This design comes from an exercise in tuning for small area on the open sky130 flow, not from production work.
In this exercise RTL edits were held to simulation tests only and were not proved equivalent to the original.
Power figures rest on the tool's default switching activity, not on a simulated workload.

### flow/run.sh
#!/bin/bash
# synth_recipe.tcl (not shown) runs the flow's synth.tcl, then flattens the netlist and writes it again
# the make line also repeats each setting of config.mk as NAME=value (left out here)
make -C /OpenROAD-flow-scripts/flow DESIGN_CONFIG=/design/flow/config.mk WORK_HOME=/design/flow/orfs CLKGATE_MAP_FILE= SYNTH_SCRIPT=/design/flow/synth_recipe.tcl finish
### flow/config.mk
export PLATFORM = sky130hd
export DESIGN_NAME = rf_rename
export DESIGN_NICKNAME = rf_rename
export VERILOG_FILES = /design/flow/design.v
export SDC_FILE = /design/flow/constraint.sdc
export NUM_CORES = 4
export LEC_CHECK = 0
export CAP_MARGIN = 20
export CORE_MARGIN = 2
export CORE_UTILIZATION = 40
export CTS_BUF_LIST = sky130_fd_sc_hd__clkbuf_8
export SLEW_MARGIN = 20
export SYNTH_HIERARCHICAL = 1
### flow/constraint.sdc
create_clock -name core_clock -period 4.0 [get_ports {clk}]
set_input_delay 0.8000 -clock core_clock [delete_from_list [all_inputs] [get_ports {clk}]]
set_output_delay 0.8000 -clock core_clock [all_outputs]
set_load 0.01 [all_outputs]
### flow/design.v
module rf_hold #(parameter int W = 1) (
  input  logic [W-1:0] q,
  input  logic [W-1:0] d,
  input  logic         en,
  input  logic         en_n,
  output logic [W-1:0] y
);
  assign y = (q & {W{en_n}}) | (d & {W{en}});
endmodule
module rf_aoi3 #(parameter int W = 1) (
  input  logic [W-1:0] a0,
  input  logic [W-1:0] a1,
  input  logic [W-1:0] a2,
  input  logic         s0,
  input  logic         s1,
  input  logic         s2,
  output logic [W-1:0] y
);
  assign y = ~((a0 & {W{s0}}) | (a1 & {W{s1}}) | (a2 & {W{s2}}));
endmodule
module rf_rdport #(parameter int W = 32, parameter int N = 31) (
  input  logic [N-1:0][W-1:0] d,
  input  logic [N-1:0]        sel,
  output logic [W-1:0]        y
);
  localparam int NG = N / 3;
  localparam int NR = N % 3;
  logic [W-1:0] g [NG+1];
  for (genvar k = 0; k < NG; k++) begin : grp
    rf_aoi3 #(.W(W)) u_aoi (
      .a0(d[3*k]), .a1(d[3*k+1]), .a2(d[3*k+2]),
      .s0(sel[3*k]), .s1(sel[3*k+1]), .s2(sel[3*k+2]),
      .y(g[k])
    );
  end
  if (NR == 2) begin : rem2
    assign g[NG] = ~((d[N-2] & {W{sel[N-2]}}) | (d[N-1] & {W{sel[N-1]}}));
  end else if (NR == 1) begin : rem1
    assign g[NG] = ~(d[N-1] & {W{sel[N-1]}});
  end else begin : rem0
    assign g[NG] = '1;
  end
  always_comb begin
    y = '0;
    for (int k = 0; k <= NG; k++) y = y | ~g[k];
  end
endmodule
module rf_rename #(
  parameter int XLEN  = 32,
  parameter int NREG  = 32,
  parameter int TAG_W = 3,
  localparam int AW   = $clog2(NREG)
) (
  input  logic             clk,
  input  logic             rst,
  input  logic             stall,
  input  logic             flush,
  input  logic             iss_valid,
  input  logic [AW-1:0]    iss_rs1,
  input  logic [AW-1:0]    iss_rs2,
  input  logic [AW-1:0]    iss_rd,
  input  logic [TAG_W-1:0] iss_tag,
  input  logic             cmt_valid,
  input  logic [AW-1:0]    cmt_rd,
  input  logic [TAG_W-1:0] cmt_tag,
  input  logic [XLEN-1:0]  cmt_data,
  output logic             op_valid,
  output logic [XLEN-1:0]  op1_val,
  output logic [XLEN-1:0]  op2_val,
  output logic             op1_rdy,
  output logic             op2_rdy,
  output logic [TAG_W-1:0] op1_tag,
  output logic [TAG_W-1:0] op2_tag,
  input  logic [AW-1:0]    dbg_addr,
  output logic [XLEN-1:0]  dbg_data
);
  logic [XLEN-1:0]  regs [1:NREG-1];
  logic [NREG-1:1]  busy;
  logic [TAG_W-1:0] tag  [1:NREG-1];
  wire iss_go = rst & iss_valid & ~stall & ~flush;
  wire op_hold = rst & ~iss_go;
  wire [XLEN-1:0] wdata = cmt_data & {XLEN{rst}};
  logic [NREG-1:1] s1_val, s2_val, s1_bsy, s2_bsy, sd, sc, rwe, twe;
  always_comb begin
    for (int i = 1; i < NREG; i++) begin
      s1_val[i] = iss_go & (iss_rs1 == AW'(i)) & ~busy[i];
      s2_val[i] = iss_go & (iss_rs2 == AW'(i)) & ~busy[i];
      s1_bsy[i] = iss_go & (iss_rs1 == AW'(i)) &  busy[i];
      s2_bsy[i] = iss_go & (iss_rs2 == AW'(i)) &  busy[i];
      sd[i]     = rst & (dbg_addr == AW'(i));
      sc[i]     = cmt_rd == AW'(i);
      rwe[i]    = ~rst | (cmt_valid & sc[i]);
      twe[i]    = iss_go & (iss_rd == AW'(i));
    end
  end
  logic [NREG-1:1][XLEN-1:0]  regs_q;
  logic [NREG-1:1][TAG_W-1:0] tag_q;
  always_comb begin
    for (int i = 1; i < NREG; i++) begin
      regs_q[i] = regs[i];
      tag_q[i]  = tag[i];
    end
  end
  logic [XLEN-1:0]  v1, v2, vd;
  logic [TAG_W-1:0] t1, t2, tc;
  rf_rdport #(.W(XLEN),  .N(32)) u_rd1 (.d({regs_q, op1_val}), .sel({s1_val, op_hold}), .y(v1));
  rf_rdport #(.W(XLEN),  .N(32)) u_rd2 (.d({regs_q, op2_val}), .sel({s2_val, op_hold}), .y(v2));
  rf_rdport #(.W(XLEN),  .N(31)) u_rdd (.d(regs_q),            .sel(sd),                .y(vd));
  rf_rdport #(.W(TAG_W), .N(32)) u_rt1 (.d({tag_q, op1_tag}),  .sel({s1_bsy, op_hold}), .y(t1));
  rf_rdport #(.W(TAG_W), .N(32)) u_rt2 (.d({tag_q, op2_tag}),  .sel({s2_bsy, op_hold}), .y(t2));
  rf_rdport #(.W(TAG_W), .N(31)) u_rtc (.d(tag_q),             .sel(sc),                .y(tc));
  wire cmt_clr = cmt_valid & (tc == cmt_tag);
  wire r1 = (iss_go & ~(|s1_bsy)) | (op_hold & op1_rdy);
  wire r2 = (iss_go & ~(|s2_bsy)) | (op_hold & op2_rdy);
  logic [XLEN-1:0]  regs_d [1:NREG-1];
  logic [TAG_W-1:0] tag_d  [1:NREG-1];
  for (genvar i = 1; i < NREG; i++) begin : g_reg
    rf_hold #(.W(XLEN))  u_rh (.q(regs[i]), .d(wdata),   .en(rwe[i]), .en_n(~rwe[i]), .y(regs_d[i]));
    rf_hold #(.W(TAG_W)) u_th (.q(tag[i]),  .d(iss_tag), .en(twe[i]), .en_n(~twe[i]), .y(tag_d[i]));
  end
  always_ff @(posedge clk) begin
    for (int i = 1; i < NREG; i++) begin
      regs[i] <= regs_d[i];
      tag[i]  <= tag_d[i];
      if (~rst | flush)
        busy[i] <= 1'b0;
      else if (twe[i])
        busy[i] <= 1'b1;
      else if (cmt_clr & sc[i])
        busy[i] <= 1'b0;
    end
  end
  always_ff @(posedge clk) begin
    dbg_data <= vd;
    op_valid <= rst & (stall ? op_valid : (iss_valid & ~flush));
    op1_val  <= v1;
    op2_val  <= v2;
    op1_tag  <= t1;
    op2_tag  <= t2;
    op1_rdy  <= r1;
    op2_rdy  <= r2;
  end
endmodule
==> results of run 1 <==
## cell type report
class / count / area, um2
Antenna cell: 8 / 20.0
Tap cell: 1876 / 2350
Clock buffer: 262 / 3610
Multi-Input combinational cell: 3172 / 27100
Clock inverter: 111 / 757
Fill cell: 13000 / 75000
Timing Repair Buffer: 579 / 5900
Sequential cell: 1221 / 24400
Inverter: 83 / 312
## how the worst max path moves through the flow
stage / startpoint / end / slack (ns) / depth (start not counted)
2_1_floorplan: rst / op2_val[10] / 0.65 / 12
3_3_place_gp: cmt_rd[0] / busy[26] / 0.06 / 12
3_5_place_dp: cmt_rd[1] / busy[6] / -0.03 / 12
4_1_cts: dbg_data[31] / dbg_data[31] / 0.92 / 1
5_1_grt: cmt_rd[1] / busy[22] / 0.79 / 12
6_report: dbg_addr[4] / dbg_data[23] / 0.70 / 9
## per-stage QoR
step / setup WS [ns] / instance area [um2] / hold slack, ns
floorplan: 0.651 / 56200 / 0.470
global placement: 0.0611 / 60100 / 0.469
detailed placement: -0.0284 / 60100 / 0.469
CTS: 0.916 / 64500 / 0.111
global route: 0.786 / 64500 / 0.183
finish: 0.696 / 64500 / 0.160
## cells in the final DEF, fill, tap and decap left out, drive strengths merged, types with 5 or more instances in the layout
master | synthesis | final
clkbuf | 43 | 262
nand4 | 226 | 226
buf | 490 | 407
o41ai | 11 | 11
a21oi | 34 | 34
clkdlybuf4s50 | 0 | 172
nand2b | 17 | 17
nand3b | 5 | 5
nor2 | 74 | 74
bufinv | 0 | 8
a222oi | 1050 | 1050
nor3 | 98 | 98
a22o | 1155 | 1155
a2111o | 35 | 35
clkinvlp | 0 | 5
and2 | 41 | 41
nand3 | 21 | 21
inv | 83 | 152
and3 | 7 | 7
o31ai | 23 | 23
or4 | 77 | 77
nor2b | 13 | 13
clkinv | 0 | 29
nor4 | 23 | 23
nand2 | 225 | 225
dfxtp | 1221 | 1221
or2 | 8 | 8
diode | 0 | 8
## per-layer routing
metal  global-route usage  vias up  part of all wire
met2                0.562     6491              0.39
met1                0.514    28700              0.36
met5              0.00858        -           0.00057
li1                     -    22800                 -
met4                0.301       16             0.087
met3                0.168     1735              0.17
## worst max-delay path, cell delays in order
cell             delay (ns)
clkdlybuf4s50_1        0.75
nor2_1                 0.14
nand3_1                0.18
buf_4                  0.19
nor2_4                 0.07
buf_12                 0.18
a222oi_1               0.61
nand4_1                0.56
a2111o_1               0.60
## cells by family after synthesis
kind of cell / Yosys count / synth area share
AND/OR/NAND/NOR: 849 / 0.0854
XOR/XNOR: 3 / 0.000467
AO/OA/AOI/OAI: 2317 / 0.384
buffers and inverters: 616 / 0.0945
flip-flops: 1221 / 0.435
multiplexers: 3 / 0.000534
## sequential cells by signal, indices dropped and copies added, names as in the netlist
signal,cells
op2_tag,3
busy,31
op1_tag,3
op1_val,32
op2_val,32
op1_rdy,1
op2_rdy,1
op_valid,1
tag,93
regs,992
dbg_data,32
## power by group
| group | internal, mW | total (mW) | leakage (nW) | switching [mW] |
|---|---|---|---|---|
| clock | 6.41 | 12.1 | 2.49 | 5.67 |
| combinational | 1.15 | 2.81 | 12.3 | 1.66 |
| sequential | 13.1 | 14.2 | 10.1 | 1.11 |
==> flow_summary.html, run 1 <==
<table>
<tr><th>Metric</th><th>Value</th></tr>
<tr><th colspan="2">Outcome</th></tr>
<tr><td>Status</td><td>complete, no violations</td></tr>
<tr><th colspan="2">Setup path</th></tr>
<tr><td>Crit end category</td><td>flop</td></tr>
<tr><td>Maximum fanout count along the critical path</td><td>19</td></tr>
<tr><td>Startpoint of the worst register-to-register path</td><td>tag[16][2]</td></tr>
<tr><td>CP Launch Type</td><td>input pin</td></tr>
<tr><td>Worst setup path category</td><td>input pin to flop</td></tr>
<tr><td>Minimum setup slack among reg-to-reg paths</td><td>roughly 1.5 ns</td></tr>
<tr><td>Logic depth of the worst register-to-register path</td><td>8</td></tr>
<tr><td>Worst endpoint data arrival time</td><td>4.10 ns</td></tr>
<tr><td>Endpoint of the most critical register-to-register path</td><td>busy[6]</td></tr>
<tr><td>CP required</td><td>around 4.8 ns</td></tr>
<tr><th colspan="2">Die</th></tr>
<tr><td>Effective utilization at floorplan</td><td>0.403</td></tr>
<tr><td>Die area</td><td>144,000 um2</td></tr>
<tr><td>Number of placed I/O pins</td><td>around 170</td></tr>
<tr><td>Number of rows created at floorplan</td><td>~140</td></tr>
<tr><td>Core area</td><td>roughly 140,000 um2</td></tr>
<tr><td>DIE WIDTH</td><td>approximately 380 um</td></tr>
<tr><td>Die height</td><td>~380 um</td></tr>
<tr><th colspan="2">Clocking</th></tr>
<tr><td>Maximum count of clock buffers along a single path</td><td>3</td></tr>
<tr><td>Buffer count from post-CTS setup fixing</td><td>0</td></tr>
<tr><td>Maximum level of the CTS H-tree</td><td>4</td></tr>
<tr><td>Post-cts repair resize count</td><td>0</td></tr>
<tr><td>Clock Sinks</td><td>between 1,000 and 1,500</td></tr>
<tr><td>Cts bufs inserted</td><td>just over 200</td></tr>
<tr><td>Cell at the root of the clock tree</td><td>clkbuf_8</td></tr>
<tr><td>Clock latency (worst-skew pair)</td><td>between 1 and 1.5 ns</td></tr>
<tr><td>Clock-pin slew on the worst setup and hold paths</td><td>around 0.06 ns</td></tr>
<tr><td>Cts-stage hold buffer count</td><td>0</td></tr>
<tr><td>Clock tree from TritonCTS</td><td>done</td></tr>
<tr><th colspan="2">Synthesis</th></tr>
<tr><td>Most frequently used flop master after synthesis</td><td>dfxtp_1</td></tr>
<tr><td>Average cell area after synthesis</td><td>approximately 11 um2</td></tr>
<tr><td>Synth area leaders</td><td>dfxtp_1, a222oi_1, a22o_1</td></tr>
<tr><td>Library cells used by synthesis</td><td>47</td></tr>
<tr><td>Seq cells post-synth</td><td>roughly 1,200</td></tr>
<tr><td>Synth Instances</td><td>5,009</td></tr>
<tr><td>Portion of synthesized cell area occupied by the leading cell type</td><td>0.435</td></tr>
<tr><td>Synth Warn #</td><td>25</td></tr>
<tr><td>Commonest cells post-synth</td><td>dfxtp_1, a22o_1, a222oi_1</td></tr>
<tr><td>Fraction of synthesis flops using an asynchronous set or reset pin</td><td>0</td></tr>
<tr><td>Net count after synthesis</td><td>about 5,100</td></tr>
<tr><td>Area of the mapped netlist</td><td>approximately 56,000 um2</td></tr>
<tr><td>EDFF count, synth</td><td>0</td></tr>
<tr><td>Post-synthesis sequential area ratio</td><td>0.435</td></tr>
<tr><td>Most frequent cell after synthesis</td><td>dfxtp_1</td></tr>
<tr><td>Cell accounting for the most synthesized area</td><td>dfxtp_1</td></tr>
<tr><th colspan="2">Timing</th></tr>
<tr><td>Slew margin rel.</td><td>0.122</td></tr>
<tr><td>Pins over their slew limit</td><td>0</td></tr>
<tr><td>Share of the clock period used by the worst path after layout</td><td>0.826</td></tr>
<tr><td>Number of setup violations in the final report</td><td>0</td></tr>
<tr><td>Transition time of the tightest slew-check pin</td><td>approximately 1.3 ns</td></tr>
<tr><td>Unrepaired setup endpoints after global routing</td><td>false</td></tr>
<tr><td>Clock period minus final worst setup slack</td><td>around 3.3 ns</td></tr>
<tr><td>F_max</td><td>between 300 and 400 MHz</td></tr>
<tr><td>Worst Skew</td><td>about 0.06 ns</td></tr>
<tr><td>Total Neg Setup Slack</td><td>0 ns</td></tr>
<tr><td>Fin. Hold Viols</td><td>0</td></tr>
<tr><th colspan="2">Worst hold path</th></tr>
<tr><td>Hold crit path type</td><td>input pin to flop</td></tr>
<tr><td>Worst-case hold path end point</td><td>op_valid</td></tr>
<tr><td>Start point of the worst hold path</td><td>rst</td></tr>
<tr><td>Hold depth</td><td>3</td></tr>
<tr><th colspan="2">Placement</th></tr>
<tr><td>Cell total after placement</td><td>about 6,900</td></tr>
<tr><td>Count of buffers inserted at the top-level ports</td><td>approximately 170</td></tr>
<tr><td>Detailed Place HPWL</td><td>just under 200 mm</td></tr>
<tr><td>Final weighted congestion of routability-driven global placement</td><td>around 1.0</td></tr>
<tr><th colspan="2">Routing</th></tr>
<tr><td>Average via count per standard cell</td><td>8.17</td></tr>
<tr><td>Iteration count of the initial detailed-routing pass</td><td>22</td></tr>
<tr><td>Final ANT Viol Nets</td><td>0</td></tr>
<tr><td>Number of DRC violations after detailed-routing iteration 0</td><td>roughly 20,000</td></tr>
<tr><td>Wire length after detailed routing</td><td>between 300 and 400 mm</td></tr>
<tr><td>Post-DR wirelength/cell</td><td>42.4 um</td></tr>
<tr><td>Remaining routing DRC violations</td><td>0</td></tr>
<tr><td>Count of vias placed by the detailed router</td><td>59,800</td></tr>
<tr><th colspan="2">Global route</th></tr>
<tr><td>Number of global-route vias before repair</td><td>55,900</td></tr>
<tr><td>Global Route Usage Sum</td><td>0.411</td></tr>
<tr><td>Global-route wire length before repair</td><td>approximately 420 mm</td></tr>
<tr><td>Initial antenna violation count</td><td>11</td></tr>
<tr><td>Maximum number of pins on one net before global-route repair</td><td>66</td></tr>
<tr><td>Overflow left after global routing</td><td>0</td></tr>
<tr><th colspan="2">Cells and area</th></tr>
<tr><td>Final core area utilization</td><td>0.462</td></tr>
<tr><td>Layout overhead on the synthesized area</td><td>14.7%</td></tr>
<tr><td>Non-Filler Instances</td><td>between 7,000 and 8,000</td></tr>
<tr><td>Share of post-route cells with drive strength above 1</td><td>0.184</td></tr>
<tr><td>Layout Nets</td><td>between 5,000 and 6,000</td></tr>
<tr><th colspan="2">Power and ir drop</th></tr>
<tr><td>Pwr Total</td><td>between 20 and 30 mW</td></tr>
<tr><td>IR drop worst, VDD</td><td>approximately 0.33 mV</td></tr>
<tr><td>Static power due to leakage</td><td>between 20 and 25 nW</td></tr>
<tr><td>Total power divided by cell area</td><td>between 400 and 500 nW/um2</td></tr>
<tr><th colspan="2">Job</th></tr>
<tr><td>Total of max-cap violations</td><td>0</td></tr>
</table>
==> run 2: changes to the inputs <==
--- a/flow/design.v
+++ b/flow/design.v
@@ -1 +1,10 @@
+module rf_hold1 (
+  input  logic q,
+  input  logic d,
+  input  logic en,
+  input  logic en_n,
+  output logic y
+);
+  assign y = (q & en_n) | (d & en);
+endmodule
 module rf_hold #(parameter int W = 1) (
@@ -7,3 +16,16 @@
 );
-  assign y = (q & {W{en_n}}) | (d & {W{en}});
+  for (genvar b = 0; b < W; b++) begin : bit_
+    rf_hold1 u (.q(q[b]), .d(d[b]), .en(en), .en_n(en_n), .y(y[b]));
+  end
+endmodule
+module rf_aoi3_1 (
+  input  logic a0,
+  input  logic a1,
+  input  logic a2,
+  input  logic s0,
+  input  logic s1,
+  input  logic s2,
+  output logic y
+);
+  assign y = ~((a0 & s0) | (a1 & s1) | (a2 & s2));
 endmodule
@@ -18,3 +40,30 @@
 );
-  assign y = ~((a0 & {W{s0}}) | (a1 & {W{s1}}) | (a2 & {W{s2}}));
+  for (genvar b = 0; b < W; b++) begin : bit_
+    rf_aoi3_1 u (.a0(a0[b]), .a1(a1[b]), .a2(a2[b]), .s0(s0), .s1(s1), .s2(s2), .y(y[b]));
+  end
+endmodule
+module rf_nand4 #(parameter int W = 1) (
+  input  logic [W-1:0] a,
+  input  logic [W-1:0] b,
+  input  logic [W-1:0] c,
+  input  logic [W-1:0] d,
+  output logic [W-1:0] y
+);
+  assign y = ~(a & b & c & d);
+endmodule
+module rf_nand3 #(parameter int W = 1) (
+  input  logic [W-1:0] a,
+  input  logic [W-1:0] b,
+  input  logic [W-1:0] c,
+  output logic [W-1:0] y
+);
+  assign y = ~(a & b & c);
+endmodule
+module rf_or3 #(parameter int W = 1) (
+  input  logic [W-1:0] a,
+  input  logic [W-1:0] b,
+  input  logic [W-1:0] c,
+  output logic [W-1:0] y
+);
+  assign y = a | b | c;
 endmodule
@@ -25,6 +74,4 @@
 );
-  localparam int NG = N / 3;
-  localparam int NR = N % 3;
-  logic [W-1:0] g [NG+1];
-  for (genvar k = 0; k < NG; k++) begin : grp
+  logic [W-1:0] g [11];
+  for (genvar k = 0; k < 10; k++) begin : grp
     rf_aoi3 #(.W(W)) u_aoi (
@@ -35,13 +82,12 @@
   end
-  if (NR == 2) begin : rem2
-    assign g[NG] = ~((d[N-2] & {W{sel[N-2]}}) | (d[N-1] & {W{sel[N-1]}}));
-  end else if (NR == 1) begin : rem1
-    assign g[NG] = ~(d[N-1] & {W{sel[N-1]}});
-  end else begin : rem0
-    assign g[NG] = '1;
+  if (N == 32) begin : rem2
+    assign g[10] = ~((d[30] & {W{sel[30]}}) | (d[31] & {W{sel[31]}}));
+  end else begin : rem1
+    assign g[10] = ~(d[30] & {W{sel[30]}});
   end
-  always_comb begin
-    y = '0;
-    for (int k = 0; k <= NG; k++) y = y | ~g[k];
-  end
+  logic [W-1:0] h0, h1, h2;
+  rf_nand4 #(.W(W)) u_n0 (.a(g[0]), .b(g[1]), .c(g[2]), .d(g[3]), .y(h0));
+  rf_nand4 #(.W(W)) u_n1 (.a(g[4]), .b(g[5]), .c(g[6]), .d(g[7]), .y(h1));
+  rf_nand3 #(.W(W)) u_n2 (.a(g[8]), .b(g[9]), .c(g[10]), .y(h2));
+  rf_or3   #(.W(W)) u_o  (.a(h0), .b(h1), .c(h2), .y(y));
 endmodule
==> flow/flow/run.sh (new file) <==
#!/bin/bash
set -euo pipefail
export BUFFER_PORTS_ARGS="-buffer_cell sky130_fd_sc_hd__buf_1"
export CTS_ARGS="-sink_clustering_enable -repair_clock_nets -buf_list sky130_fd_sc_hd__clkbuf_8 -sink_clustering_size 16 -sink_clustering_max_diameter 60 -dont_use_dummy_load"
bash standard.sh finish > flow_make.log 2>&1
==> flow/standard.sh (new file) <==
#!/bin/bash
# synth_recipe.tcl (not shown) runs the flow's synth.tcl, then flattens the netlist and writes it again
# the make line also repeats each setting of config.mk as NAME=value (left out here)
make -C /OpenROAD-flow-scripts/flow DESIGN_CONFIG=/design/flow/config.mk WORK_HOME=/design/flow/orfs CLKGATE_MAP_FILE= SYNTH_SCRIPT=/design/flow/synth_recipe.tcl "${@:-finish}"
--- a/flow/config.mk
+++ b/flow/config.mk
@@ -7,7 +7,10 @@
 export LEC_CHECK = 0
-export CAP_MARGIN = 20
+export CAP_MARGIN = 5
 export CORE_MARGIN = 2
-export CORE_UTILIZATION = 40
+export CORE_UTILIZATION = 35
 export CTS_BUF_LIST = sky130_fd_sc_hd__clkbuf_8
-export SLEW_MARGIN = 20
+export CTS_CLUSTER_DIAMETER = 80
+export CTS_CLUSTER_SIZE = 30
+export PLACE_DENSITY = 0.5
+export SLEW_MARGIN = 5
 export SYNTH_HIERARCHICAL = 1
removed: flow/run.sh
==> run 2 against run 1 <==
  * The layout now fails its checks (max-capacitance violations, max-slew violations)
  * Register-to-register slack got worse by 0.23 ns
  * Wire length is 2.1% higher
  * Clock skew is 0.087 ns higher
  * Non-clock buffer count fell by 73
  * Combinational power fell by about 10%
  * Die area grew 4.0%
  * Cell area decreased by 7.5%
  * Core utilization decreased by 5.2 points
==> flow_summary.html, run 2 <==
<table>
<tr><th>Metric</th><th>Value</th></tr>
<tr><th colspan="2">Outcome</th></tr>
<tr><td>Status</td><td>failed layout checks</td></tr>
<tr><td>Layout check failures</td><td>max-capacitance violations, max-slew violations</td></tr>
<tr><th colspan="2">Synthesis</th></tr>
<tr><td>Library cells used by synthesis</td><td>between 40 and 50</td></tr>
<tr><td>Portion of synthesized cell area occupied by the leading cell type</td><td>0.478</td></tr>
<tr><td>Synth Warn #</td><td>25</td></tr>
<tr><td>Net count after synthesis</td><td>between 4,000 and 5,000</td></tr>
<tr><td>Most frequently used flop master after synthesis</td><td>dfxtp_1</td></tr>
<tr><td>Post-synthesis sequential area ratio</td><td>0.478</td></tr>
<tr><td>Commonest cells post-synth</td><td>dfxtp_1, a22o_1, a222oi_1</td></tr>
<tr><td>EDFF count, synth</td><td>0</td></tr>
<tr><td>Seq cells post-synth</td><td>about 1,200</td></tr>
<tr><td>Average cell area after synthesis</td><td>approximately 11 um2</td></tr>
<tr><td>Area of the mapped netlist</td><td>51,200 um2</td></tr>
<tr><td>Fraction of synthesis flops using an asynchronous set or reset pin</td><td>0</td></tr>
<tr><td>Most frequent cell after synthesis</td><td>dfxtp_1</td></tr>
<tr><td>Synth area leaders</td><td>dfxtp_1, a222oi_1, a22o_1</td></tr>
<tr><td>Synth Instances</td><td>around 4,600</td></tr>
<tr><td>Cell accounting for the most synthesized area</td><td>dfxtp_1</td></tr>
<tr><th colspan="2">Cells and area</th></tr>
<tr><td>Largest reg by FF count</td><td>regs</td></tr>
<tr><td>Regs by FF count</td><td>regs x992, tag x93</td></tr>
<tr><td>Most frequent cells in the layout</td><td>dfxtp_1, a22o_1, a222oi_1, buf_4, nand4_1</td></tr>
<tr><td>Share of post-route cells with drive strength above 1</td><td>0.115</td></tr>
<tr><td>Layout overhead on the synthesized area</td><td>16.7%</td></tr>
<tr><td>Layout Nets</td><td>approximately 5,200</td></tr>
<tr><td>Most common library cell in the layout ignoring fill and taps</td><td>dfxtp_1</td></tr>
<tr><td>Non-Filler Instances</td><td>approximately 7,100</td></tr>
<tr><td>Flip-flop count of the largest register, all copies and words added</td><td>approximately 1,000</td></tr>
<tr><th colspan="2">Worst hold path</th></tr>
<tr><td>Hold depth</td><td>4</td></tr>
<tr><td>Hold crit path type</td><td>input pin to flop</td></tr>
<tr><th colspan="2">Placement</th></tr>
<tr><td>Detailed Place HPWL</td><td>about 200 mm</td></tr>
<tr><td>Cell total after placement</td><td>between 6,000 and 7,000</td></tr>
<tr><td>Final weighted congestion of routability-driven global placement</td><td>0.982</td></tr>
<tr><td>Worst setup slack after placement</td><td>roughly 0.038 ns</td></tr>
<tr><td>Count of buffers inserted at the top-level ports</td><td>around 170</td></tr>
<tr><th colspan="2">Job</th></tr>
<tr><td>Total of max-cap violations</td><td>2</td></tr>
<tr><th colspan="2">Clocking</th></tr>
<tr><td>Maximum count of clock buffers along a single path</td><td>3</td></tr>
<tr><td>Clock tree from TritonCTS</td><td>done</td></tr>
<tr><td>Clock latency (worst-skew pair)</td><td>approximately 0.95 ns</td></tr>
<tr><td>Clock-pin slew on the worst setup and hold paths</td><td>0.09 ns</td></tr>
<tr><td>Clock Sinks</td><td>1,221</td></tr>
<tr><td>Cts-stage hold buffer count</td><td>0</td></tr>
<tr><td>Maximum level of the CTS H-tree</td><td>3</td></tr>
<tr><td>Cts bufs inserted</td><td>~120</td></tr>
<tr><td>Buffer count from post-CTS setup fixing</td><td>0</td></tr>
<tr><td>Cell at the root of the clock tree</td><td>clkbuf_8</td></tr>
<tr><td>Post-cts repair resize count</td><td>0</td></tr>
<tr><th colspan="2">Global route</th></tr>
<tr><td>Maximum number of pins on one net before global-route repair</td><td>51</td></tr>
<tr><td>Initial antenna violation count</td><td>22</td></tr>
<tr><td>Overflow left after global routing</td><td>0</td></tr>
<tr><td>Global Route Usage Sum</td><td>0.402</td></tr>
<tr><td>Global-route wire length before repair</td><td>428 mm</td></tr>
<tr><td>Number of global-route vias before repair</td><td>~52,000</td></tr>
<tr><th colspan="2">Timing</th></tr>
<tr><td>Number of setup violations in the final report</td><td>0</td></tr>
<tr><td>Transition time of the tightest slew-check pin</td><td>approximately 1.6 ns</td></tr>
<tr><td>Fin. Hold Viols</td><td>0</td></tr>
<tr><td>Unrepaired setup endpoints after global routing</td><td>false</td></tr>
<tr><td>Clock period minus final worst setup slack</td><td>~3.4 ns</td></tr>
<tr><td>F_max</td><td>297 MHz</td></tr>
<tr><td>Setup slack of the critical path after layout</td><td>between 0.6 and 0.7 ns</td></tr>
<tr><td>Worst Skew</td><td>around 0.15 ns</td></tr>
<tr><td>Share of the clock period used by the worst path after layout</td><td>0.842</td></tr>
<tr><td>Slew margin rel.</td><td>-0.0712</td></tr>
<tr><td>Pins over their slew limit</td><td>22</td></tr>
<tr><td>Total Neg Setup Slack</td><td>0 ns</td></tr>
<tr><th colspan="2">Power and ir drop</th></tr>
<tr><td>IR drop worst, VDD</td><td>roughly 0.25 mV</td></tr>
<tr><td>Static power due to leakage</td><td>roughly 22 nW</td></tr>
<tr><td>Pwr Total</td><td>around 24 mW</td></tr>
<tr><td>Total power divided by cell area</td><td>between 300 and 400 nW/um2</td></tr>
<tr><th colspan="2">Setup path</th></tr>
<tr><td>Crit end category</td><td>flop</td></tr>
<tr><td>Worst setup path category</td><td>input pin to flop</td></tr>
<tr><td>Total number of cells along the worst setup path</td><td>8</td></tr>
<tr><td>CP required</td><td>~4.8 ns</td></tr>
<tr><td>Buffering stage count on the worst path with inverters included</td><td>2</td></tr>
<tr><td>Logic depth of the worst register-to-register path</td><td>5</td></tr>
<tr><td>Standard cell with the maximum stage delay on the critical path</td><td>nand4_1</td></tr>
<tr><td>Cell family with most CP delay</td><td>simple AND/OR/NAND/NOR gates</td></tr>
<tr><td>Worst endpoint data arrival time</td><td>between 4 and 5 ns</td></tr>
<tr><td>CP Launch Type</td><td>input pin</td></tr>
<tr><td>Critical Path Max Stage Delay</td><td>0.74 ns</td></tr>
<tr><td>CP cell instances</td><td>buf_1, nor2_1, nand3_1, nor2_4, a222oi_1, nand4_1, or3_1, buf_12</td></tr>
<tr><td>Maximum fanout count along the critical path</td><td>25</td></tr>
<tr><th colspan="2">Die</th></tr>
<tr><td>Die area</td><td>roughly 150,000 um2</td></tr>
<tr><td>Number of rows created at floorplan</td><td>140</td></tr>
<tr><td>DIE WIDTH</td><td>between 300 and 400 um</td></tr>
<tr><td>Number of placed I/O pins</td><td>approximately 170</td></tr>
<tr><td>Core area</td><td>145,000 um2</td></tr>
<tr><td>Die height</td><td>386 um</td></tr>
<tr><td>Effective utilization at floorplan</td><td>0.352</td></tr>
<tr><th colspan="2">Routing</th></tr>
<tr><td>Iteration count of the initial detailed-routing pass</td><td>17</td></tr>
<tr><td>Post-DR wirelength/cell</td><td>between 40 and 50 um</td></tr>
<tr><td>Number of DRC violations after detailed-routing iteration 0</td><td>~17,000</td></tr>
<tr><td>Count of vias placed by the detailed router</td><td>57,100</td></tr>
<tr><td>Final ANT Viol Nets</td><td>0</td></tr>
<tr><td>Wire length after detailed routing</td><td>~320 mm</td></tr>
<tr><td>Average via count per standard cell</td><td>between 8 and 9</td></tr>
<tr><td>Remaining routing DRC violations</td><td>0</td></tr>
</table>
[run 2: worst reg2reg max path: cells and delay by family, from the launching register on]
kind,cells,cell delay (ns)
AOI/OAI and AO/OA,1,0.17
buffers and inverters,1,0.48
DFF,1,0.42
and+or+nand+nor,3,1.73
[run 2: layer usage]
layer | up-vias | global-route usage | wire length (um)
met3 | 1210 | 0.0986 | 40800
met1 | 27900 | 0.508 | 114000
met5 | - | 0.000650 | 221
met4 | 14 | 0.325 | 32900
li1 | 22400 | - | -
met2 | 5559 | 0.581 | 129000
[run 2: stage by stage]
step                      hold WS [ns]  utilization  cell area [um2]
after floorplan                  0.470            -            51200
after global placement           0.492        0.399            58100
after detailed placement         0.488        0.399            58100
after CTS                        0.338        0.410            59700
after global routing             0.362        0.411            59700
final                            0.368        0.411            59700
[run 2: final cells by class]
class / count / area (um2)
well taps: 1917 / 2400
repair buffers: 506 / 4170
multi-input cells: 3212 / 26800
clock buffers: 116 / 1600
inverters: 82 / 308
flip-flops and latches: 1221 / 24400
diodes: 21 / 52.6
fillers: 14100 / 85700
[run 2: modules after synthesis, one instance, submodules excluded, a selection]
module,times used,cell area [um2],flip-flops and latches
rf_rename,1,27900,1221
rf_hold1,1085,8.76,0
rf_aoi3_1,1050,10.0,0
[run 2: path summary, 6_finish.rpt]
check	from	end	slack, ns
setup reg to reg	busy[21]	op2_val[11]	1.22
hold / removal	stall	op_valid	0.37
hold reg to reg	op_valid	op_valid	0.50
setup / recovery	dbg_addr[4]	dbg_data[28]	0.63
[run 2: logic make-up (layout without fill, tap and decap cells)]
kind of cell              after synthesis  count (layout)  share of synthesized area
AOI/OAI and AO/OA                    2278            2278                      0.411
xor gates and xnor gates                3               3                   0.000514
muxes                                   3               3                   0.000636
and+or+nand+nor                       928             928                     0.0975
other                                   0              21                          0
DFF                                  1221            1221                      0.478
buffers and inverters                 155             704                     0.0129
[run 2: report_power, final]
part	internal (mW)	switching, mW
sequential	13.1	1.28
combinational	0.951	1.57
clock	2.56	4.37
total	16.6	7.22
==> run 3: changes to the inputs <==
==> flow/config.mk (replaced) <==
export PLATFORM = sky130hd
export DESIGN_NAME = rf_rename
export DESIGN_NICKNAME = rf_rename
export VERILOG_FILES = /design/flow/design.v
export SDC_FILE = /design/flow/constraint.sdc
export NUM_CORES = 4
export LEC_CHECK = 0
export CAP_MARGIN = 20
export CORE_MARGIN = 2
export CORE_UTILIZATION = 35
export PLACE_DENSITY = 0.5
export SLEW_MARGIN = 20
export SYNTH_HIERARCHICAL = 1
==> run 3 against run 2 <==
  * Now clean on timing, DRC and antenna
  * Highest routed layer unchanged
  * Largest power group unchanged
  * Worst setup slack lost 0.018 ns
  * Via count rose by 0.39%
  * Cell area increased by 0.31%
==> flow_summary.html, run 3 <==
<table>
<tr><th>Metric</th><th>Value</th></tr>
<tr><th colspan="2">Outcome</th></tr>
<tr><td>Status</td><td>complete, no violations</td></tr>
<tr><th colspan="2">Routing</th></tr>
<tr><td>Number of DRC violations after detailed-routing iteration 0</td><td>between 15,000 and 20,000</td></tr>
<tr><td>Average via count per standard cell</td><td>slightly above 8</td></tr>
<tr><td>Final ANT Viol Nets</td><td>0</td></tr>
<tr><td>Remaining routing DRC violations</td><td>0</td></tr>
<tr><td>Wire length after detailed routing</td><td>~320 mm</td></tr>
<tr><td>Iteration count of the initial detailed-routing pass</td><td>22</td></tr>
<tr><td>Count of vias placed by the detailed router</td><td>approximately 57,000</td></tr>
<tr><td>Post-DR wirelength/cell</td><td>between 40 and 50 um</td></tr>
<tr><th colspan="2">Cells and area</th></tr>
<tr><td>Fill count</td><td>14,100</td></tr>
<tr><td>Design area</td><td>about 60,000 um2</td></tr>
<tr><td>Flip-flop count of the largest register, all copies and words added</td><td>roughly 990</td></tr>
<tr><td>Regs by FF count</td><td>regs x992, tag x93</td></tr>
<tr><td>Most common library cell in the layout ignoring fill and taps</td><td>dfxtp_1</td></tr>
<tr><td>Layout Nets</td><td>roughly 5,200</td></tr>
<tr><td>Share of post-route cells with drive strength above 1</td><td>0.116</td></tr>
<tr><td>Layout overhead on the synthesized area</td><td>17.1%</td></tr>
<tr><td>Largest reg by FF count</td><td>regs</td></tr>
<tr><td>Most frequent cells in the layout</td><td>dfxtp_1, a22o_1, a222oi_1, buf_4, nand4_1</td></tr>
<tr><td>Non-Filler Instances</td><td>7,085</td></tr>
<tr><th colspan="2">Power and ir drop</th></tr>
<tr><td>Total power divided by cell area</td><td>approximately 400 nW/um2</td></tr>
<tr><td>Pwr Total</td><td>between 20 and 25 mW</td></tr>
<tr><td>Static power due to leakage</td><td>~22 nW</td></tr>
<tr><td>IR drop worst, VDD</td><td>roughly 0.24 mV</td></tr>
<tr><th colspan="2">Placement</th></tr>
<tr><td>Dpl cell area</td><td>58,100 um2</td></tr>
<tr><td>Cell total after placement</td><td>about 7,000</td></tr>
<tr><td>Final weighted congestion of routability-driven global placement</td><td>0.982</td></tr>
<tr><td>Detailed Place HPWL</td><td>a little under 200 mm</td></tr>
<tr><td>Count of buffers inserted at the top-level ports</td><td>~170</td></tr>
<tr><th colspan="2">Synthesis</th></tr>
<tr><td>Average cell area after synthesis</td><td>11.2 um2</td></tr>
<tr><td>Seq cells post-synth</td><td>around 1,200</td></tr>
<tr><td>Commonest cells post-synth</td><td>dfxtp_1, a22o_1, a222oi_1</td></tr>
<tr><td>Most frequently used flop master after synthesis</td><td>dfxtp_1</td></tr>
<tr><td>Synth Warn #</td><td>25</td></tr>
<tr><td>Post-synthesis sequential area ratio</td><td>0.478</td></tr>
<tr><td>Synth Instances</td><td>between 4,000 and 5,000</td></tr>
<tr><td>Most frequent cell after synthesis</td><td>dfxtp_1</td></tr>
<tr><td>Cell accounting for the most synthesized area</td><td>dfxtp_1</td></tr>
<tr><td>Fraction of synthesis flops using an asynchronous set or reset pin</td><td>0</td></tr>
<tr><td>Portion of synthesized cell area occupied by the leading cell type</td><td>0.478</td></tr>
<tr><td>Synth area leaders</td><td>dfxtp_1, a222oi_1, a22o_1</td></tr>
<tr><td>Net count after synthesis</td><td>4,657</td></tr>
<tr><td>Area of the mapped netlist</td><td>~50,000 um2</td></tr>
<tr><td>EDFF count, synth</td><td>0</td></tr>
<tr><td>Library cells used by synthesis</td><td>45</td></tr>
<tr><th colspan="2">Timing</th></tr>
<tr><td>F_max</td><td>just under 300 MHz</td></tr>
<tr><td>Number of setup violations in the final report</td><td>0</td></tr>
<tr><td>Total Neg Setup Slack</td><td>0 ns</td></tr>
<tr><td>Fin Hold WS</td><td>between 0.3 and 0.4 ns</td></tr>
<tr><td>Worst Skew</td><td>0.133 ns</td></tr>
<tr><td>Fin. Hold Viols</td><td>0</td></tr>
<tr><td>Pins over their slew limit</td><td>0</td></tr>
<tr><td>Share of the clock period used by the worst path after layout</td><td>0.847</td></tr>
<tr><td>Clock period minus final worst setup slack</td><td>~3.4 ns</td></tr>
<tr><td>Transition time of the tightest slew-check pin</td><td>around 1.3 ns</td></tr>
<tr><td>Unrepaired setup endpoints after global routing</td><td>false</td></tr>
<tr><td>Slew margin rel.</td><td>0.153</td></tr>
<tr><th colspan="2">Job</th></tr>
<tr><td>Total of max-cap violations</td><td>0</td></tr>
<tr><th colspan="2">Setup path</th></tr>
<tr><td>Minimum setup slack among reg-to-reg paths</td><td>about 1.2 ns</td></tr>
<tr><td>CP cell instances</td><td>buf_1, buf_4, nor4bb_4, nand2_1, nor3_2, buf_12, buf_4, a222oi_1, nand4_1, or3_1</td></tr>
<tr><td>Maximum fanout count along the critical path</td><td>22</td></tr>
<tr><td>CP Launch Point</td><td>flush</td></tr>
<tr><td>Standard cell with the maximum stage delay on the critical path</td><td>nor3_2</td></tr>
<tr><td>Endpoint of the most critical register-to-register path</td><td>op1_val[2]</td></tr>
<tr><td>CP required</td><td>4.86 ns</td></tr>
<tr><td>CP Launch Type</td><td>input pin</td></tr>
<tr><td>Logic depth of the worst register-to-register path</td><td>6</td></tr>
<tr><td>Crit end category</td><td>flop</td></tr>
<tr><td>Critical path endpoint</td><td>op1_val[2]</td></tr>
<tr><td>Crit path top cell by count</td><td>buf_4</td></tr>
<tr><td>Worst setup path category</td><td>input pin to flop</td></tr>
<tr><td>Startpoint of the worst register-to-register path</td><td>busy[23]</td></tr>
<tr><td>Worst endpoint data arrival time</td><td>4.25 ns</td></tr>
<tr><td>Critical Path Max Stage Delay</td><td>a little under 0.9 ns</td></tr>
<tr><th colspan="2">Die</th></tr>
<tr><td>Core area</td><td>~150,000 um2</td></tr>
<tr><td>Die height</td><td>between 300 and 400 um</td></tr>
<tr><td>Die area</td><td>149,000 um2</td></tr>
<tr><td>DIE WIDTH</td><td>just under 400 um</td></tr>
<tr><td>Effective utilization at floorplan</td><td>0.352</td></tr>
<tr><td>Number of placed I/O pins</td><td>~170</td></tr>
<tr><td>Number of rows created at floorplan</td><td>140</td></tr>
<tr><th colspan="2">Worst hold path</th></tr>
<tr><td>Hold depth</td><td>4</td></tr>
<tr><td>Hold crit path type</td><td>input pin to flop</td></tr>
<tr><td>Start point of the worst hold path</td><td>stall</td></tr>
<tr><th colspan="2">Global route</th></tr>
<tr><td>Maximum number of pins on one net before global-route repair</td><td>just over 50</td></tr>
<tr><td>Initial antenna violation count</td><td>29</td></tr>
<tr><td>Global-route wire length before repair</td><td>roughly 430 mm</td></tr>
<tr><td>Global Route Usage Sum</td><td>0.403</td></tr>
<tr><td>Number of global-route vias before repair</td><td>52,800</td></tr>
<tr><td>Overflow left after global routing</td><td>0</td></tr>
<tr><th colspan="2">Clocking</th></tr>
<tr><td>Post-cts repair resize count</td><td>0</td></tr>
<tr><td>Maximum level of the CTS H-tree</td><td>3</td></tr>
<tr><td>Clock tree from TritonCTS</td><td>done</td></tr>
<tr><td>Clock Sinks</td><td>about 1,200</td></tr>
<tr><td>Clock-pin slew on the worst setup and hold paths</td><td>0.11 ns</td></tr>
<tr><td>Cts-stage hold buffer count</td><td>0</td></tr>
<tr><td>Buffer count from post-CTS setup fixing</td><td>0</td></tr>
<tr><td>Cell at the root of the clock tree</td><td>clkbuf_8</td></tr>
<tr><td>Maximum count of clock buffers along a single path</td><td>3</td></tr>
<tr><td>Cts bufs inserted</td><td>117</td></tr>
<tr><td>Clock latency (worst-skew pair)</td><td>0.94 ns</td></tr>
</table>
## run 3: stage by stage
stage               utilization  setup WS, ns
finish                    0.412         0.613
global route              0.412         0.626
CTS                       0.411          1.02
detailed placement        0.400        0.0866
global placement          0.399        0.0396
floorplan                     -        0.0197
## run 3: final cells by class
cell class                 count  area (um2)  area share
timing repair buffer         513        4330      0.0722
multi-input combinational   3212       26800       0.447
tap                         1917        2400      0.0400
inverter                      82         308     0.00514
sequential                  1221       24400       0.408
clock buffer                 117        1610      0.0269
antenna                       23        57.6    0.000961
## run 3: modules after synthesis (local to each module, per instance), excerpt
module     cell area, um2  times used  cells  flip-flops and latches
rf_rename           27900           1   1913                    1221
rf_aoi3_1            10.0        1050      1                       0
rf_hold1             8.76        1085      1                       0
## run 3: worst min path at each step
stage	endpoint
after floorplan	busy[6]
after global placement	op_valid
after detailed placement	op_valid
after CTS	op_valid
after global routing	op_valid
final	op_valid
## run 3: routing by layer
layer / track usage / wire [um] / up-vias
li1: - / - / 22400
met1: 0.495 / 112000 / 27800
met2: 0.581 / 128000 / 5765
met3: 0.117 / 42600 / 1346
met4: 0.335 / 33800 / 22
met5: 0.000975 / 132 / -
## run 3: worst max-delay path: cells and delay by family
family	cells	cell delay (ns)
AO/OA/AOI/OAI	1	0.09
AND/OR/NAND/NOR	5	2.59
buffers and inverters	4	0.72
## run 3: power by group
part           internal [mW]  total, mW  switching (mW)
Combinational          0.956       2.53            1.57
Sequential              13.1       14.4            1.27
Clock                   2.58       6.96            4.38
## run 3: logic make-up (layout without fill, tap and decap cells)
family,Yosys count,after routing,share of synthesized area
AOI/OAI and AO/OA,2278,2278,0.411
DFF,1221,1221,0.478
and+or+nand+nor,928,928,0.0975
buffers and inverters,155,712,0.0129
xor gates and xnor gates,3,3,0.000514
muxes,3,3,0.000636
other,0,23,0
==> run 4: changes to the inputs <==
--- a/flow/design.v
+++ b/flow/design.v
@@ -92,2 +92,24 @@
   rf_or3   #(.W(W)) u_o  (.a(h0), .b(h1), .c(h2), .y(y));
+endmodule
+module rf_and3 (
+  input  logic a,
+  input  logic b,
+  input  logic c,
+  output logic y
+);
+  assign y = a & b & c;
+endmodule
+module rf_and2 (
+  input  logic a,
+  input  logic b,
+  output logic y
+);
+  assign y = a & b;
+endmodule
+module rf_nand2 (
+  input  logic a,
+  input  logic b,
+  output logic y
+);
+  assign y = ~(a & b);
 endmodule
@@ -128,14 +150,35 @@
   wire [XLEN-1:0] wdata = cmt_data & {XLEN{rst}};
-  logic [NREG-1:1] s1_val, s2_val, s1_bsy, s2_bsy, sd, sc, rwe, twe;
+  logic [NREG-1:1] s1_bsy, s2_bsy, sc, twe;
   always_comb begin
     for (int i = 1; i < NREG; i++) begin
-      s1_val[i] = iss_go & (iss_rs1 == AW'(i)) & ~busy[i];
-      s2_val[i] = iss_go & (iss_rs2 == AW'(i)) & ~busy[i];
       s1_bsy[i] = iss_go & (iss_rs1 == AW'(i)) &  busy[i];
       s2_bsy[i] = iss_go & (iss_rs2 == AW'(i)) &  busy[i];
-      sd[i]     = rst & (dbg_addr == AW'(i));
       sc[i]     = cmt_rd == AW'(i);
-      rwe[i]    = ~rst | (cmt_valid & sc[i]);
       twe[i]    = iss_go & (iss_rd == AW'(i));
     end
+  end
+  logic [3:0] p1a, p2a, pda, pca;
+  logic [7:0] p1b, p2b, pdb, pcb;
+  always_comb begin
+    for (int k = 0; k < 4; k++) begin
+      p1a[k] = iss_rs1[1:0] == 2'(k);
+      p2a[k] = iss_rs2[1:0] == 2'(k);
+      pda[k] = dbg_addr[1:0] == 2'(k);
+      pca[k] = ~rst | (cmt_rd[1:0] == 2'(k));
+    end
+    for (int j = 0; j < 8; j++) begin
+      p1b[j] = iss_go & (iss_rs1[4:2] == 3'(j));
+      p2b[j] = iss_go & (iss_rs2[4:2] == 3'(j));
+      pdb[j] = rst & (dbg_addr[4:2] == 3'(j));
+      pcb[j] = ~rst | (cmt_valid & (cmt_rd[4:2] == 3'(j)));
+    end
+  end
+  logic [NREG-1:1] s1_val, s2_val, sd, rwe, rwe_n, busy_n;
+  assign busy_n = ~busy;
+  for (genvar i = 1; i < NREG; i++) begin : g_wl
+    rf_and3  u_s1 (.a(p1a[i%4]), .b(p1b[i/4]), .c(busy_n[i]), .y(s1_val[i]));
+    rf_and3  u_s2 (.a(p2a[i%4]), .b(p2b[i/4]), .c(busy_n[i]), .y(s2_val[i]));
+    rf_and2  u_sd (.a(pda[i%4]), .b(pdb[i/4]), .y(sd[i]));
+    rf_and2  u_we (.a(pca[i%4]), .b(pcb[i/4]), .y(rwe[i]));
+    rf_nand2 u_wn (.a(pca[i%4]), .b(pcb[i/4]), .y(rwe_n[i]));
   end
@@ -163,3 +206,3 @@
   for (genvar i = 1; i < NREG; i++) begin : g_reg
-    rf_hold #(.W(XLEN))  u_rh (.q(regs[i]), .d(wdata),   .en(rwe[i]), .en_n(~rwe[i]), .y(regs_d[i]));
+    rf_hold #(.W(XLEN))  u_rh (.q(regs[i]), .d(wdata),   .en(rwe[i]), .en_n(rwe_n[i]), .y(regs_d[i]));
     rf_hold #(.W(TAG_W)) u_th (.q(tag[i]),  .d(iss_tag), .en(twe[i]), .en_n(~twe[i]), .y(tag_d[i]));
--- a/flow/flow/run.sh
+++ b/flow/flow/run.sh
@@ -4,2 +4,3 @@
 export CTS_ARGS="-sink_clustering_enable -repair_clock_nets -buf_list sky130_fd_sc_hd__clkbuf_8 -sink_clustering_size 16 -sink_clustering_max_diameter 60 -dont_use_dummy_load"
+export PRE_RESIZE_TCL="$PWD/flow/pre_resize.tcl"
 bash standard.sh finish > flow_make.log 2>&1
==> flow/flow/pre_resize.tcl (new file) <==
# Size up the drivers of high-fanout nets (word lines, write data) before repair_design, so
# that they drive their nets directly instead of through added buffer trees.
set db [ord::get_db]
set n 0
foreach inst [[ord::get_db_block] getInsts] {
  set m [[$inst getMaster] getName]
  if {![regexp {^sky130_fd_sc_hd__(and2|and3|nand2|nor2|and2b|inv|nand3|nor3|a21oi|o21ai)_(\d+)$} $m -> fam sz]} continue
  set out NULL
  foreach it [$inst getITerms] { if {[$it isOutputSignal]} { set out [$it getNet] } }
  if {$out == "NULL"} continue
  set fo [expr {[llength [$out getITerms]] - 1}]
  if {$fo >= 20 && $sz < 4} {
    set new [$db findMaster sky130_fd_sc_hd__${fam}_4]
    if {$new != "NULL"} { $inst swapMaster $new; incr n }
  }
}
puts "pre_resize: sized up $n high-fanout drivers"
--- a/flow/config.mk
+++ b/flow/config.mk
@@ -10,3 +10,5 @@
 export CORE_UTILIZATION = 35
+export GPL_TIMING_DRIVEN = 0
 export PLACE_DENSITY = 0.5
+export SETUP_SLACK_MARGIN = 0.4
 export SLEW_MARGIN = 20
==> run 4 against run 3 <==
  * Via count shrank 1.1%
  * Cell area shrank 4.4%
  * Worst hold slack lost 0.10 ns
==> flow_summary.html, run 4 <==
<table>
<tr><th>Metric</th><th>Value</th></tr>
<tr><th colspan="2">Global route</th></tr>
<tr><td>Maximum number of pins on one net before global-route repair</td><td>between 70 and 80</td></tr>
<tr><td>Number of global-route vias before repair</td><td>52,400</td></tr>
<tr><td>Global Route Usage Sum</td><td>0.392</td></tr>
<tr><td>Overflow left after global routing</td><td>0</td></tr>
<tr><td>Most Crowded Layer GR</td><td>met2</td></tr>
<tr><td>Met2 demand-to-capacity share in global routing</td><td>0.535</td></tr>
<tr><td>Met3 track demand over resource</td><td>0.172</td></tr>
<tr><td>Global-route wire length before repair</td><td>between 400 and 500 mm</td></tr>
<tr><td>Initial antenna violation count</td><td>42</td></tr>
<tr><td>Global routing met1 resource utilization</td><td>0.484</td></tr>
<tr><th colspan="2">Synthesis</th></tr>
<tr><td>Most frequent cell after synthesis</td><td>dfxtp_1</td></tr>
<tr><td>Mux contribution to synthesized area</td><td>0.00216</td></tr>
<tr><td>Xor and xnor area share after synthesis</td><td>0.000510</td></tr>
<tr><td>Seq cells post-synth</td><td>between 1,000 and 1,500</td></tr>
<tr><td>Commonest cells post-synth</td><td>dfxtp_1, a22o_1, a222oi_1</td></tr>
<tr><td>Compound-Gate Fraction of Synth Area</td><td>0.411</td></tr>
<tr><td>Post-Synth Adder-Cell Area</td><td>0</td></tr>
<tr><td>Portion of synthesized cell area occupied by the leading cell type</td><td>0.474</td></tr>
<tr><td>EDFF count, synth</td><td>0</td></tr>
<tr><td>Synth area leaders</td><td>dfxtp_1, a222oi_1, a22o_1</td></tr>
<tr><td>Simple-Gate Fraction of Synth Area</td><td>0.101</td></tr>
<tr><td>Dominant combinational cell family by area after synthesis</td><td>compound AO/OA/AOI/OAI gates</td></tr>
<tr><td>Post-synthesis sequential area ratio</td><td>0.474</td></tr>
<tr><td>Most frequently used flop master after synthesis</td><td>dfxtp_1</td></tr>
<tr><td>Average cell area after synthesis</td><td>about 11 um2</td></tr>
<tr><td>Fraction of synthesis flops using an asynchronous set or reset pin</td><td>0</td></tr>
<tr><td>Cell accounting for the most synthesized area</td><td>dfxtp_1</td></tr>
<tr><td>Library cells used by synthesis</td><td>55</td></tr>
<tr><td>Net count after synthesis</td><td>about 4,700</td></tr>
<tr><td>Area of the mapped netlist</td><td>around 52,000 um2</td></tr>
<tr><td>Synth Warn #</td><td>25</td></tr>
<tr><td>Synth Instances</td><td>about 4,600</td></tr>
<tr><th colspan="2">Timing</th></tr>
<tr><td>Total Neg Setup Slack</td><td>0 ns</td></tr>
<tr><td>Share of the clock period used by the worst path after layout</td><td>0.905</td></tr>
<tr><td>Unrepaired setup endpoints after global routing</td><td>false</td></tr>
<tr><td>Number of setup violations in the final report</td><td>0</td></tr>
<tr><td>Fin. Hold Viols</td><td>0</td></tr>
<tr><td>Clock period minus final worst setup slack</td><td>3.62 ns</td></tr>
<tr><td>Transition time of the tightest slew-check pin</td><td>about 1.3 ns</td></tr>
<tr><td>F_max</td><td>276 MHz</td></tr>
<tr><td>Pins over their slew limit</td><td>0</td></tr>
<tr><td>Worst Skew</td><td>0.114 ns</td></tr>
<tr><td>Setup slack of the critical path after layout</td><td>about 0.38 ns</td></tr>
<tr><td>Slew margin rel.</td><td>0.158</td></tr>
<tr><th colspan="2">Clocking</th></tr>
<tr><td>Cts bufs inserted</td><td>~110</td></tr>
<tr><td>Clock latency (worst-skew pair)</td><td>0.93 ns</td></tr>
<tr><td>Maximum level of the CTS H-tree</td><td>3</td></tr>
<tr><td>Clock Sinks</td><td>1,221</td></tr>
<tr><td>Clock-pin slew on the worst setup and hold paths</td><td>around 0.080 ns</td></tr>
<tr><td>Cell at the root of the clock tree</td><td>clkbuf_8</td></tr>
<tr><td>Maximum count of clock buffers along a single path</td><td>3</td></tr>
<tr><td>Cts-stage hold buffer count</td><td>0</td></tr>
<tr><td>Clock tree from TritonCTS</td><td>done</td></tr>
<tr><th colspan="2">Setup path</th></tr>
<tr><td>CP Launch Type</td><td>input pin</td></tr>
<tr><td>Worst endpoint data arrival time</td><td>roughly 4.4 ns</td></tr>
<tr><td>Critical Path Max Stage Delay</td><td>0.78 ns</td></tr>
<tr><td>Cell family with most CP delay</td><td>simple AND/OR/NAND/NOR gates</td></tr>
<tr><td>CP Launch Point</td><td>iss_rs2[2]</td></tr>
<tr><td>Crit end category</td><td>flop</td></tr>
<tr><td>CP cell instances</td><td>buf_1, buf_2, buf_1, nand2_1, nor2_1, and3_1, buf_2, a22oi_1, nand3_1, or3_1</td></tr>
<tr><td>Standard cell with the maximum stage delay on the critical path</td><td>nor2_1</td></tr>
<tr><td>CP required</td><td>approximately 4.8 ns</td></tr>
<tr><td>Worst setup path category</td><td>input pin to flop</td></tr>
<tr><td>Startpoint of the worst register-to-register path</td><td>busy[12]</td></tr>
<tr><td>Buffering stage count on the worst path with inverters included</td><td>4</td></tr>
<tr><td>Maximum fanout count along the critical path</td><td>10</td></tr>
<tr><th colspan="2">Power and ir drop</th></tr>
<tr><td>Static power due to leakage</td><td>21.0 nW</td></tr>
<tr><td>IR drop worst, VDD</td><td>0.257 mV</td></tr>
<tr><td>Total power divided by cell area</td><td>around 440 nW/um2</td></tr>
<tr><th colspan="2">Routing</th></tr>
<tr><td>Remaining routing DRC violations</td><td>0</td></tr>
<tr><td>Final ANT Viol Nets</td><td>0</td></tr>
<tr><td>Post-DR wirelength/cell</td><td>about 46 um</td></tr>
<tr><td>Number of DRC violations after detailed-routing iteration 0</td><td>around 17,000</td></tr>
<tr><td>Wire length after detailed routing</td><td>312 mm</td></tr>
<tr><td>Average via count per standard cell</td><td>8.30</td></tr>
<tr><td>Iteration count of the initial detailed-routing pass</td><td>22</td></tr>
<tr><td>Count of vias placed by the detailed router</td><td>~57,000</td></tr>
<tr><th colspan="2">Cells and area</th></tr>
<tr><td>Design area</td><td>57,300 um2</td></tr>
<tr><td>Largest reg by FF count</td><td>regs</td></tr>
<tr><td>Share of post-route cells with drive strength above 1</td><td>0.0768</td></tr>
<tr><td>Layout overhead on the synthesized area</td><td>11.1%</td></tr>
<tr><td>Most frequent cells in the layout</td><td>dfxtp_1, a22o_1, a222oi_1, nand4_1, buf_1</td></tr>
<tr><td>Most common library cell in the layout ignoring fill and taps</td><td>dfxtp_1</td></tr>
<tr><td>Layout Nets</td><td>a little under 5,000</td></tr>
<tr><td>Regs by FF count</td><td>regs x992, tag x93</td></tr>
<tr><td>Flip-flop count of the largest register, all copies and words added</td><td>992</td></tr>
<tr><th colspan="2">Die</th></tr>
<tr><td>Die area</td><td>150,000 um2</td></tr>
<tr><td>Number of rows created at floorplan</td><td>140</td></tr>
<tr><td>Number of placed I/O pins</td><td>~170</td></tr>
<tr><td>Core area</td><td>approximately 150,000 um2</td></tr>
<tr><td>Die height</td><td>about 390 um</td></tr>
<tr><td>DIE WIDTH</td><td>approximately 390 um</td></tr>
<tr><td>Effective utilization at floorplan</td><td>0.353</td></tr>
<tr><th colspan="2">Placement</th></tr>
<tr><td>Detailed Place HPWL</td><td>~180 mm</td></tr>
<tr><td>Count of buffers inserted at the top-level ports</td><td>roughly 170</td></tr>
<tr><td>Dpl cell area</td><td>about 56,000 um2</td></tr>
<tr><td>Worst setup slack after placement</td><td>-1.29 ns</td></tr>
<tr><td>Final weighted congestion of routability-driven global placement</td><td>between 0.9 and 1</td></tr>
<tr><th colspan="2">Job</th></tr>
<tr><td>Total of max-cap violations</td><td>0</td></tr>
<tr><th colspan="2">Outcome</th></tr>
<tr><td>Status</td><td>complete, no violations</td></tr>
<tr><th colspan="2">Worst hold path</th></tr>
<tr><td>Hold crit path type</td><td>input pin to flop</td></tr>
<tr><td>Start point of the worst hold path</td><td>stall</td></tr>
</table>
run 4: changes by cell type after synthesis, moves of 16 or more:
cell	delta
and2_1	+59
nor3_1	-78
nand2_1	-29
nor2_1	-27
o21ai_0	+39
nand4_1	-17
inv_1	-16
o31ai_1	-17
and3_1	+126
nor4_1	-20
clkbuf_1	-26
run 4: per-stage QoR:
stage,util,total power [mW],std cells,hold WS (ns)
after floorplan,-,16.4,4585,0.480
after global placement,0.374,18.0,6671,0.467
after detailed placement,0.381,18.1,6684,0.490
after CTS,0.392,24.8,6798,0.189
after global routing,0.392,25.6,6811,0.244
final,0.392,25.0,6831,0.227
run 4: worst paths after layout:
kind / to / slack [ns] / depth (start not counted)
max: op2_val[29] / 0.38 / 10
min: op_valid / 0.23 / 3
max reg2reg: op2_val[23] / 0.91 / 5
min reg2reg: op_valid / 0.50 / 2
run 4: what timing repair did:
| action | in CTS | in global routing |
|---|---|---|
| setup endpoints to repair | 31 | 20 |
| pin swaps | 0 | 2 |
| resized for setup | 5 | 8 |
| buffers inserted | 0 | 1 |
run 4: Yosys stat by module (local to each module, per instance), excerpt:
module     times used  area, um2
rf_and2            62       6.26
rf_and3            62       6.26
rf_aoi3_1        1050       10.0
rf_hold1         1085       8.76
rf_nand2           31       3.75
rf_rename           1      27300
run 4: logic make-up (layout without fill, tap and decap cells):
group,Yosys count,count (layout)
AOI/OAI and AO/OA,2312,2312
and+or+nand+nor,924,924
buffers and inverters,117,416
muxes,8,8
other,0,30
DFF,1221,1221
xor gates and xnor gates,3,3
run 4: per-layer routing:
metal	part of all wire	routed length (um)
met4	0.087	27100
met1	0.36	113000
met5	0.00083	260
met3	0.16	49100
met2	0.39	123000
run 4: final cells by class:
cell class	instances	area (um2)
diodes	30	75.1
inverters	66	248
repair buffers	185	871
clock buffers	114	1570
well taps	1917	2400
flip-flops and latches	1221	24400
multi-input cells	3247	27300
fillers	14300	88600
plain buffers	51	318
run 4: where the power goes:
| group | switching (mW) | internal [mW] | leakage, nW | total (mW) |
|---|---|---|---|---|
| Clock | 4.40 | 2.51 | 0.820 | 6.92 |
| Combinational | 1.97 | 1.19 | 10.1 | 3.16 |
| Sequential | 1.51 | 13.4 | 10.1 | 14.9 |
| Total | 7.88 | 17.1 | 21.0 | 25.0 |
run 4: worst reg2reg max path, stage by stage, from the launching register on:
cell and delay (ns):
dfxtp_1 0.56, inv_1 0.12, and3_4 0.43, a222oi_1 0.46
nand4_1 0.70, or3_1 0.65
==> run 5: changes to the inputs <==
--- a/flow/config.mk
+++ b/flow/config.mk
@@ -9,5 +9,5 @@
 export CORE_MARGIN = 2
-export CORE_UTILIZATION = 35
+export CORE_UTILIZATION = 40
 export GPL_TIMING_DRIVEN = 0
-export PLACE_DENSITY = 0.5
+export PLACE_DENSITY = 0.6
 export SETUP_SLACK_MARGIN = 0.4
==> run 5 against run 4 <==
  * Still clean on timing, DRC and antenna
  * Power decreased by 1.1%
  * Sequential power barely moved
  * Non-clock buffer count decreased by 2
  * Cell area fell by 0.88%
  * First-iteration DRC count up 7.1%
  * Clock skew up 0.0092 ns
  * Clock-buffer cell count decreased by 6
  * Die area shrank 12%
  * Fmax fell by 3.0%
  * Largest cell class unchanged
  * Highest routed layer unchanged
==> flow_summary.html, run 5 <==
<table>
<tr><th>Metric</th><th>Value</th></tr>
<tr><th colspan="2">Cells and area</th></tr>
<tr><td>Layout overhead on the synthesized area</td><td>10.2%</td></tr>
<tr><td>Layout Nets</td><td>4,947</td></tr>
<tr><td>Most frequent cells in the layout</td><td>dfxtp_1, a22o_1, a222oi_1, nand4_1, buf_1</td></tr>
<tr><td>Flip-flop count of the largest register, all copies and words added</td><td>992</td></tr>
<tr><td>Final core area utilization</td><td>0.445</td></tr>
<tr><td>Non-Filler Instances</td><td>6,552</td></tr>
<tr><td>Share of post-route cells with drive strength above 1</td><td>0.0753</td></tr>
<tr><th colspan="2">Die</th></tr>
<tr><td>Die area</td><td>around 130,000 um2</td></tr>
<tr><td>DIE WIDTH</td><td>approximately 360 um</td></tr>
<tr><td>Number of rows created at floorplan</td><td>between 100 and 150</td></tr>
<tr><td>Effective utilization at floorplan</td><td>0.404</td></tr>
<tr><th colspan="2">Synthesis</th></tr>
<tr><td>Library cells used by synthesis</td><td>55</td></tr>
<tr><td>Net count after synthesis</td><td>about 4,700</td></tr>
<tr><td>Most frequently used flop master after synthesis</td><td>dfxtp_1</td></tr>
<tr><td>Area of the mapped netlist</td><td>roughly 50,000 um2</td></tr>
<tr><td>Synth area leaders</td><td>dfxtp_1, a222oi_1, a22o_1</td></tr>
<tr><td>Cell accounting for the most synthesized area</td><td>dfxtp_1</td></tr>
<tr><th colspan="2">Power and ir drop</th></tr>
<tr><td>Internal power</td><td>17.0 mW</td></tr>
<tr><td>Switching Fraction</td><td>0.313</td></tr>
<tr><td>IR drop worst, VDD</td><td>about 0.26 mV</td></tr>
<tr><th colspan="2">Setup path</th></tr>
<tr><td>Worst setup path category</td><td>input pin to flop</td></tr>
<tr><td>Worst endpoint data arrival time</td><td>4.47 ns</td></tr>
<tr><td>Crit end category</td><td>flop</td></tr>
<tr><td>CP Launch Type</td><td>input pin</td></tr>
<tr><td>CP cell instances</td><td>buf_1, buf_2, buf_1, nand2_1, nor2_1, and3_1, buf_2, a22oi_1, nand3_1, or3_1</td></tr>
<tr><th colspan="2">Global route</th></tr>
<tr><td>Met3 track demand over resource</td><td>0.219</td></tr>
<tr><td>Global Route Usage Sum</td><td>0.424</td></tr>
<tr><th colspan="2">Timing</th></tr>
<tr><td>Transition time of the tightest slew-check pin</td><td>~1.2 ns</td></tr>
<tr><td>Slew margin rel.</td><td>0.204</td></tr>
<tr><th colspan="2">Routing</th></tr>
<tr><td>Average via count per standard cell</td><td>between 8 and 9</td></tr>
<tr><td>Iteration count of the initial detailed-routing pass</td><td>23</td></tr>
<tr><th colspan="2">Outcome</th></tr>
<tr><td>Status</td><td>complete, no violations</td></tr>
<tr><th colspan="2">Job</th></tr>
<tr><td>Total of max-cap violations</td><td>0</td></tr>
<tr><th colspan="2">Clocking</th></tr>
<tr><td>Clock tree from TritonCTS</td><td>done</td></tr>
</table>
==> run 5: power groups by stage <==
stage | clock network, mW | logic (mW) | registers, mW
finish | 6.69 | 3.11 | 14.9
global route | 7.03 | 3.13 | 15.1
CTS | 6.63 | 2.90 | 14.8
detailed placement | 0 | 2.90 | 15.1
global placement | 0 | 2.79 | 15.1
floorplan | 0 | 1.74 | 14.7
==> run 5: per-module statistics from Yosys (local to each module, per instance), excerpt <==
module     cells  copies in the design  area, um2
rf_rename   1755                     1      27300
rf_and3        1                    62       6.26
rf_hold1       1                  1085       8.76
rf_nand2       1                    31       3.75
rf_aoi3_1      1                  1050       10.0
rf_and2        1                    62       6.26
==> run 5: repair_timing <==
| action | 4_1_cts | 5_1_grt |
|---|---|---|
| gates cloned | 0 | 0 |
| endpoints found under the hold margin | 0 | 0 |
| hold buffers | 0 | 0 |
| pin swaps | 0 | 1 |
| gates resized for setup | 4 | 15 |
| endpoints found under the setup margin | 31 | 25 |
==> run 5: logic make-up (layout without fill, tap and decap cells) <==
group	Yosys count	in the layout	synth area share
AOI/OAI and AO/OA	2312	2312	0.411
muxes	8	8	0.00216
DFF	1221	1221	0.474
buffers and inverters	117	408	0.0108
xor gates and xnor gates	3	3	0.000510
and+or+nand+nor	924	924	0.101
other	0	14	0
==> run 5: worst max-delay path: cells and delay by family <==
family / cells / cell delay, ns
simple gates: 5 / 2.01
compound gates: 1 / 0.17
buf+inv: 4 / 1.47
==> run 5: layout make-up <==
| cell class | instances | area (um2) |
|---|---|---|
| clock buffer | 108 | 1490 |
| multi-input combinational | 3247 | 27300 |
| buffer | 51 | 320 |
| sequential | 1221 | 24400 |
| timing repair buffer | 183 | 806 |
| tap | 1662 | 2080 |
| inverter | 66 | 248 |
| fill | 12100 | 70900 |
| antenna | 14 | 35.0 |
==> run 5: path summary, 6_finish.rpt <==
| path | from | endpoint | slack, ns | cells past startpoint |
|---|---|---|---|---|
| max | iss_rs2[2] | op2_val[29] | 0.27 | 10 |
| min | iss_tag[2] | tag[5][2] | 0.26 | 2 |
| max reg2reg | tag[1][2] | busy[25] | 0.92 | 9 |
| min reg2reg | op_valid | op_valid | 0.47 | 2 |
==> run 5: per-layer routing <==
| layer | vias to the layer above | share of wire |
|---|---|---|
| met5 | - | 0.0024 |
| met4 | 26 | 0.10 |
| met3 | 1760 | 0.18 |
| met2 | 6455 | 0.37 |
| met1 | 27700 | 0.35 |
| li1 | 21900 | - |

[separate check: timing with driven ports]
Ports are ideal in the flow. The routed layouts listed here were re-timed in OpenROAD.
Step 1 assumes that a clkbuf_16 drives the clock port and a buf_2 every other input.
Step 2 times the ports against the registers' clock, not the clock port: input delays grow and output delays shrink by t, the midpoint of the rising clock arrivals with the driver on.
Three values: no drivers, after step 1, after step 2; two values: the first two.
| run | t (ns) | slack for setup (ns) |
|---|---|---|
| run 1 | 1.082 | 0.696 / 0.749 / -0.333 |
| run 2 | 0.962 | 0.631 / 0.694 / -0.267 |
| run 3 | 0.967 | 0.613 / 0.676 / -0.291 |
| run 4 | 0.940 | 0.382 / 0.437 / -0.503 |
| run 5 | 0.945 | 0.270 / 0.314 / -0.631 |
